Context: an optimization exercise on an open-source flow, tuned for small area, a short achievable clock period and few clock cycles per item. The choices shown serve that exercise and are no tape-out recipe.
The RTL was checked by simulation tests, not by an equivalence proof against the original design.
Power and IR drop assume default switching activity.

## design.v

```verilog
package lrl_pkg;
  localparam int KEY_W = 32;
  localparam int OP_W  = 2;
  localparam int OCC_W = 5;
  localparam int CAP_W = 5;
  localparam logic [CAP_W-1:0] CAP_RESET = 5'd16;
  localparam logic [OP_W-1:0] OP_INSERT = 2'd0;
  localparam logic [OP_W-1:0] OP_REMOVE = 2'd1;
  localparam logic [OP_W-1:0] OP_USE    = 2'd2;
  localparam logic [OP_W-1:0] OP_FIND   = 2'd3;
  typedef struct packed {
    logic push;   
    logic pull;   
  } lrl_ctl_t;
endpackage
module lrl_cell
(
  input  logic             clk,
  input  lrl_pkg::lrl_ctl_t ctl,
  input  logic [lrl_pkg::KEY_W-1:0] cmp_key,
  input  logic             valid_i,
  input  logic [lrl_pkg::KEY_W-1:0] left_i,
  input  logic [lrl_pkg::KEY_W-1:0] right_i,
  input  logic             seen_i,
  output logic             seen_o,
  output logic [lrl_pkg::KEY_W-1:0] entry_o
);
  logic [lrl_pkg::KEY_W-1:0] entry_r;
  logic [lrl_pkg::KEY_W-1:0] entry_nxt;
  logic             match;
  assign match  = valid_i && (entry_r == cmp_key);
  assign seen_o = seen_i | match;
  always_comb begin
    if (ctl.push) begin
      entry_nxt = left_i;
    end else if (ctl.pull && seen_o) begin
      entry_nxt = right_i;
    end else begin
      entry_nxt = entry_r;
    end
  end
  always_ff @(posedge clk) begin
    entry_r <= entry_nxt;
  end
  assign entry_o = entry_r;
endmodule
module lru_recency_list
#(
  parameter int DEPTH = 16
) (
  input  logic             clk,
  input  logic             rst_n,
  input  logic             cfg_wr_en,
  input  logic [lrl_pkg::CAP_W-1:0] cfg_wr_data,
  input  logic             in_tvalid,
  output logic             in_tready,
  input  logic [39:0]      in_tdata,
  output logic             out_tvalid,
  input  logic             out_tready,
  output logic [7:0]       out_tdata
);
  localparam int CW = $clog2(DEPTH + 1);
  localparam int MW = (CW > lrl_pkg::CAP_W) ? CW : lrl_pkg::CAP_W;
  logic [lrl_pkg::CAP_W-1:0] cap_r;
  logic [CW-1:0]    count_r, count_nxt;
  logic             busy_r, busy_nxt;
  logic [lrl_pkg::KEY_W-1:0] key_r, key_nxt;
  logic             out_valid_r, out_valid_nxt;
  logic             out_flag_r, out_flag_nxt;
  logic [lrl_pkg::OCC_W-1:0] out_occ_r;
  logic [lrl_pkg::OP_W-1:0]  in_op;
  logic [lrl_pkg::KEY_W-1:0] in_key;
  logic [lrl_pkg::KEY_W-1:0] cmp_key;
  logic             fire;
  logic             any_match;
  logic             evict;
  logic [MW-1:0]    eff_cap;
  logic [MW-1:0]    cap_ext;
  lrl_pkg::lrl_ctl_t ctl;
  logic [DEPTH:0]   seen;
  logic [DEPTH-1:0] valid;
  logic [lrl_pkg::KEY_W-1:0] entries [DEPTH];
  assign in_op  = in_tdata[1:0];
  assign in_key = in_tdata[33:2];
  assign in_tready = !busy_r && (!out_valid_r || out_tready);
  assign fire      = in_tvalid && in_tready;
  assign cmp_key = busy_r ? key_r : in_key;
  assign cap_ext = MW'(cap_r);
  always_comb begin
    if (cap_r == '0) begin
      eff_cap = MW'(1);
    end else if (cap_ext > MW'(DEPTH)) begin
      eff_cap = MW'(DEPTH);
    end else begin
      eff_cap = cap_ext;
    end
  end
  assign evict = MW'(count_r) >= eff_cap;
  assign seen[0] = 1'b0;
  generate
    for (genvar i = 0; i < DEPTH; i++) begin : g_cell
      assign valid[i] = CW'(i) < count_r;
      lrl_cell u_cell (
        .clk     (clk),
        .ctl     (ctl),
        .cmp_key (cmp_key),
        .valid_i (valid[i]),
        .left_i  ((i == 0) ? cmp_key : entries[(i == 0) ? 0 : i - 1]),
        .right_i (entries[(i == DEPTH - 1) ? i : i + 1]),
        .seen_i  (seen[i]),
        .seen_o  (seen[i+1]),
        .entry_o (entries[i])
      );
    end
  endgenerate
  assign any_match = seen[DEPTH];
  always_comb begin
    ctl           = '0;
    count_nxt     = count_r;
    busy_nxt      = busy_r;
    key_nxt       = key_r;
    out_valid_nxt = out_valid_r && !out_tready;
    out_flag_nxt  = out_flag_r;
    if (busy_r) begin
      if (any_match) begin
        ctl.pull  = 1'b1;
        count_nxt = count_r - CW'(1);
      end else begin
        ctl.push      = 1'b1;
        count_nxt     = count_r + CW'(1);
        busy_nxt      = 1'b0;
        out_valid_nxt = 1'b1;
        out_flag_nxt  = 1'b1;
      end
    end else if (fire) begin
      out_valid_nxt = 1'b1;
      out_flag_nxt  = any_match;
      case (in_op)
        lrl_pkg::OP_INSERT: begin
          ctl.push     = 1'b1;
          out_flag_nxt = evict;
          if (!evict) begin
            count_nxt = count_r + CW'(1);
          end
        end
        lrl_pkg::OP_REMOVE: begin
          if (any_match) begin
            ctl.pull  = 1'b1;
            count_nxt = count_r - CW'(1);
          end
        end
        lrl_pkg::OP_USE: begin
          if (any_match) begin
            ctl.pull      = 1'b1;
            count_nxt     = count_r - CW'(1);
            busy_nxt      = 1'b1;
            key_nxt       = in_key;
            out_valid_nxt = 1'b0;
          end
        end
        lrl_pkg::OP_FIND: begin
        end
        default: begin
        end
      endcase
    end
  end
  always_ff @(posedge clk) begin
    if (!rst_n) begin
      cap_r       <= lrl_pkg::CAP_RESET;
      count_r     <= '0;
      busy_r      <= 1'b0;
      out_valid_r <= 1'b0;
    end else begin
      if (cfg_wr_en) begin
        cap_r <= cfg_wr_data;
      end
      count_r     <= count_nxt;
      busy_r      <= busy_nxt;
      out_valid_r <= out_valid_nxt;
    end
  end
  always_ff @(posedge clk) begin
    key_r      <= key_nxt;
    out_flag_r <= out_flag_nxt;
    out_occ_r  <= lrl_pkg::OCC_W'(count_nxt);
  end
  assign out_tvalid = out_valid_r;
  assign out_tdata  = {2'b00, out_occ_r, out_flag_r};
endmodule
```

## run.sh

```bash
#!/bin/bash
# synth_recipe.tcl (not shown) runs the flow's synth.tcl, then flattens the netlist and writes it again
# the make line also repeats each setting of config.mk as NAME=value (left out here)
make -C /OpenROAD-flow-scripts/flow DESIGN_CONFIG=/design/flow/config.mk WORK_HOME=/design/flow/orfs CLKGATE_MAP_FILE= SYNTH_SCRIPT=/design/flow/synth_recipe.tcl finish
```

## config.mk

```make
export PLATFORM = sky130hd
export DESIGN_NAME = lru_recency_list
export DESIGN_NICKNAME = lru_recency_list
export VERILOG_FILES = /design/flow/design.v
export SDC_FILE = /design/flow/constraint.sdc
export NUM_CORES = 4
export LEC_CHECK = 0
export CAP_MARGIN = 20
export CORE_MARGIN = 2
export CORE_UTILIZATION = 40
export SLEW_MARGIN = 20
```

## constraint.sdc

```tcl
create_clock -name core_clock -period 6.0 [get_ports {clk}]
set_input_delay 1.2000 -clock core_clock [delete_from_list [all_inputs] [get_ports {clk}]]
set_output_delay 1.2000 -clock core_clock [all_outputs]
set_load 0.01 [all_outputs]
```

==> summary.md <==
| Metric | Value |
|---|---|
| Status | timing/DRC/antenna clean |
| Arrival @ worst endpoint | 5720 ps |
| Syn_area_per_cell | ~14 um^2 |
| EDFF count, synth | around 550 |
| Mux cell area share after synthesis | 19.64% |
| Largest family of logic cells by synthesized area | multiplexers |
| Vias in the first global route | 21,688 |
| CP Class | register to register |
| Cell accounting for the most synthesized area | edfxtp_1 |
| Max Fclk | 185.0 MHz |
| Dpl hpwl | 92,200 um |
| Final setup skew | 31.40 ps |
| PwrDens | 257.2 nW/um^2 |
| DRC violations left | 0 |
| Routed Antenna Nets | 0 |
| Final Hold Fails | 0 |
| Synth Area in XOR/XNOR | about 14% |
| Ys async rst share | 0% |
| Worst rel slew slack | 25.67% |
| Max-capacitance violation count | 0 |
| Synth Flop Type | edfxtp_1 |
| Area grow syn2layout | 15.51% |
| CP Cell Sequence | buf_4 -> mux2i_4 -> buf_4 -> xnor2_1 -> nor4_1 -> nand4_1 -> nor4_1 -> buf_4 -> nor3_1 -> nand4_1 -> nor3_1 -> nor2_1 -> a21o_1 -> buf_12 |
| Iteration-0 DRC count of the detailed router | 2,975 |
| Mapped Area | roughly 33,000 um^2 |
| I/O pin cnt | 60 |
| GRT Overall Usage | 27.75% |
| Cell Rows | 104 |
| DRT Wirelength | 118,500 um |
| Max Fanout on Critical Path | 21 |
| RSZ-0062 raised after global routing | false |
| Yosys reg bits | 562 |
| Startpoint types | register |
| Clock sinks | 562 |
| TritonCTS Buffers | 67 |
| Hold-fix buffers, CTS | 0 |
| Max-slew violations | 0 |
| Full die area | 84,000 um^2 |
| CP required | 6320 ps |
| Slowest CP cell | dfxtp_4 |
| Starting density of the core | 40.51% |
| Post-CTS Setup Bufs | 0 |
| Die W | 289.8 um |
| Hold crit path type | register to register |
| Largest net degree at the start of global routing | 33 |
| Layout cell share with drive strength beyond 1 | 29.53% |
| First-pass GRT wire length | 166,600 um |
| Post-synthesis compound-gate area fraction | 2.791% |
| Post-CTS Resized | 0 |
| Commonest cells in the netlist | 545 x edfxtp_1, 504 x xnor2_1, 282 x mux2_2 |
| Count leader, synth | edfxtp_1 |
| Via count | 22,245 |
| Diodes inserted | 0 |
| Setup tns final | 0 ps |
| Fillers | 7,140 |
| Die Ht | 289.8 um |
| CP top delay family | simple AND/OR/NAND/NOR gates |
| Worst slew pin tran | about 1100 ps |
| DR WL/cell | roughly 32 um |
| CTS tree | built |
| H-tree depth | 3 |
| DRT Pass-1 Iters | 5 |
| Final period util | 90.10% |
| Leakage power | 11.83 nW |
| Dpl cell area | 35,710 um^2 |
| Clk Latency, worst-skew pair | roughly 630 ps |
| VDD IR max | ~0.17 mV |
| PortBufs | 51 |
| Seq/Total Area, Yosys | 51.12% |
| Final Wtd Congestion | around 0.94 |
| CORE AREA | 80,680 um^2 |
| Post-synth top area share | 50.08% |
| CTS Buffer Depth | 3 |
| CTS Root Cell | clkbuf_16 |
| Area taken by multi-input logic gates | 15,220 um^2 |
| CP Capture Type | register |
| Post-Synth Simple-Gate Area | 9.308% |
| Post-Syn Instances | 2,414 |
| Synth Area in Adders | 0.5360% |
| Largest stage delay on the critical path | 690 ps |
| Final net count | 2,654 |
| Crit path top cell by count | buf_4 |
| Post-synth cell types | 70 |
| Vias per inst | 6.011 |
| Final min period | 5406 ps |
| YS warnings | 3 |
| Clock slew at reported path FFs | 60 ps |
| Ranking of synthesized cells by area | edfxtp_1 50%, xnor2_1 14%, mux2_2 9.7% |
| Final non-filler cell area | 37,750 um^2 |
| CP Buf/Inv Count | 4 |
| Initial antenna violation count | 0 |
| Register area | between 15,000 and 20,000 um^2 |
| Grt ovf | 0 |
| Final Setup Violations | 0 |
-- per-stage QoR --
stage	power, mW	hold WS [ps]	std cells	utilization (%)	setup WS (ps)
after floorplan	5.353	461.1	2415	-	12.12
after global placement	5.837	492.6	3581	44.27	88.69
after detailed placement	5.847	489.5	3581	44.27	82.45
after CTS	9.743	510.1	3701	46.79	628.5
after global routing	9.972	530.0	3701	46.79	458.2
final	9.707	509.6	3701	46.79	594.3
-- per-layer routing --
metal  wire [um]  vias up  GRT usage, %
met5           0        -             0
met4        3107        0         7.813
met3       10670      174         4.557
met2       52060     1206         42.03
met1       52660    11342         40.93
li1            -     9523             -
-- cell usage in the layout, fill, tap and decap left out, drive strengths merged, types with 14 or more instances in the layout --
master	synthesis	layout
xnor2	504	504
nor3	44	44
nor4	216	216
a21oi	55	55
nand4	51	51
o21ai	21	21
clkinv	1	30
or3	16	16
clkbuf	15	84
clkdlybuf4s50	0	51
dfxtp	17	17
nor2	119	119
edfxtp	545	545
buf	102	172
nand2	81	81
nand3	21	21
ha	14	14
mux2i	36	36
mux2	452	452
inv	11	15
-- registers in the layout, summed over array words and instances, names as in the netlist --
signal,cells
count_r,5
out_valid_r,1
out_occ_r,5
cap_r,5
g_cell.u_cell.entry_r,512
out_flag_r,1
key_r,32
busy_r,1
-- final timing paths --
path / from / to / slack [ps] / cells past startpoint
worst max register to register: busy_r / g_cell[0].u_cell.entry_r[3] / 590 / 14
worst min-delay path: g_cell[14].u_cell.entry_r[31] / g_cell[15].u_cell.entry_r[31] / 510 / 0
worst max-delay path: busy_r / g_cell[0].u_cell.entry_r[3] / 590 / 14
worst min register to register: g_cell[14].u_cell.entry_r[31] / g_cell[15].u_cell.entry_r[31] / 510 / 0
-- cells by family after synthesis --
kind of cell / Yosys count
xor gates and xnor gates: 517
and+or+nand+nor: 572
AOI/OAI and AO/OA: 131
other: 1
adders and majority gates: 14
DFF: 562
muxes: 488
buffers and inverters: 129
-- final cells by class --
| cell class | count | area share (%) |
|---|---|---|
| clock buffers | 84 | 4.723 |
| clock inverters | 36 | 0.6629 |
| inverters | 12 | 0.1392 |
| multi-input cells | 1724 | 40.33 |
| flip-flops and latches | 562 | 44.27 |
| well taps | 1060 | 3.514 |
| repair buffers | 223 | 6.364 |
-- power breakdown --
group / internal, mW / switching (mW)
registers: 4.43 / 0.153
logic: 0.522 / 0.687
clock network: 2.20 / 1.72
total: 7.15 / 2.56
Testbench counts, summed over its fixed seeds: cycles 38,785, items 24,000.

separate check: timing with driven ports:
The flow's constraints put no driver on any port. The routed layout listed below was extracted and timed again, unchanged, in two steps. Step 1, drivers: a clkbuf_16 drives clk and a buf_2 each remaining input, both assumed. Step 2 times the ports against the registers' clock, not the clock port: input delays grow and output delays shrink by t, the midpoint of the rising clock arrivals with the driver on. a / b / c = no drivers / after step 1 / after step 2; a / b = the first two.
t, ns: 0.673
setup WS [ns]: 0.594 / 0.594 / -0.030
hold slack, ns: 0.510 / 0.510 / 0.510
worst setup path after step 2: input to register
clock arrival spread, ns: 0.031 / 0.031
Met with ideal ports but missed after step 2: setup timing in this run. For this run, drivers alone change the setup slack by 0.000 ns; drivers and shift together by -0.624 ns.
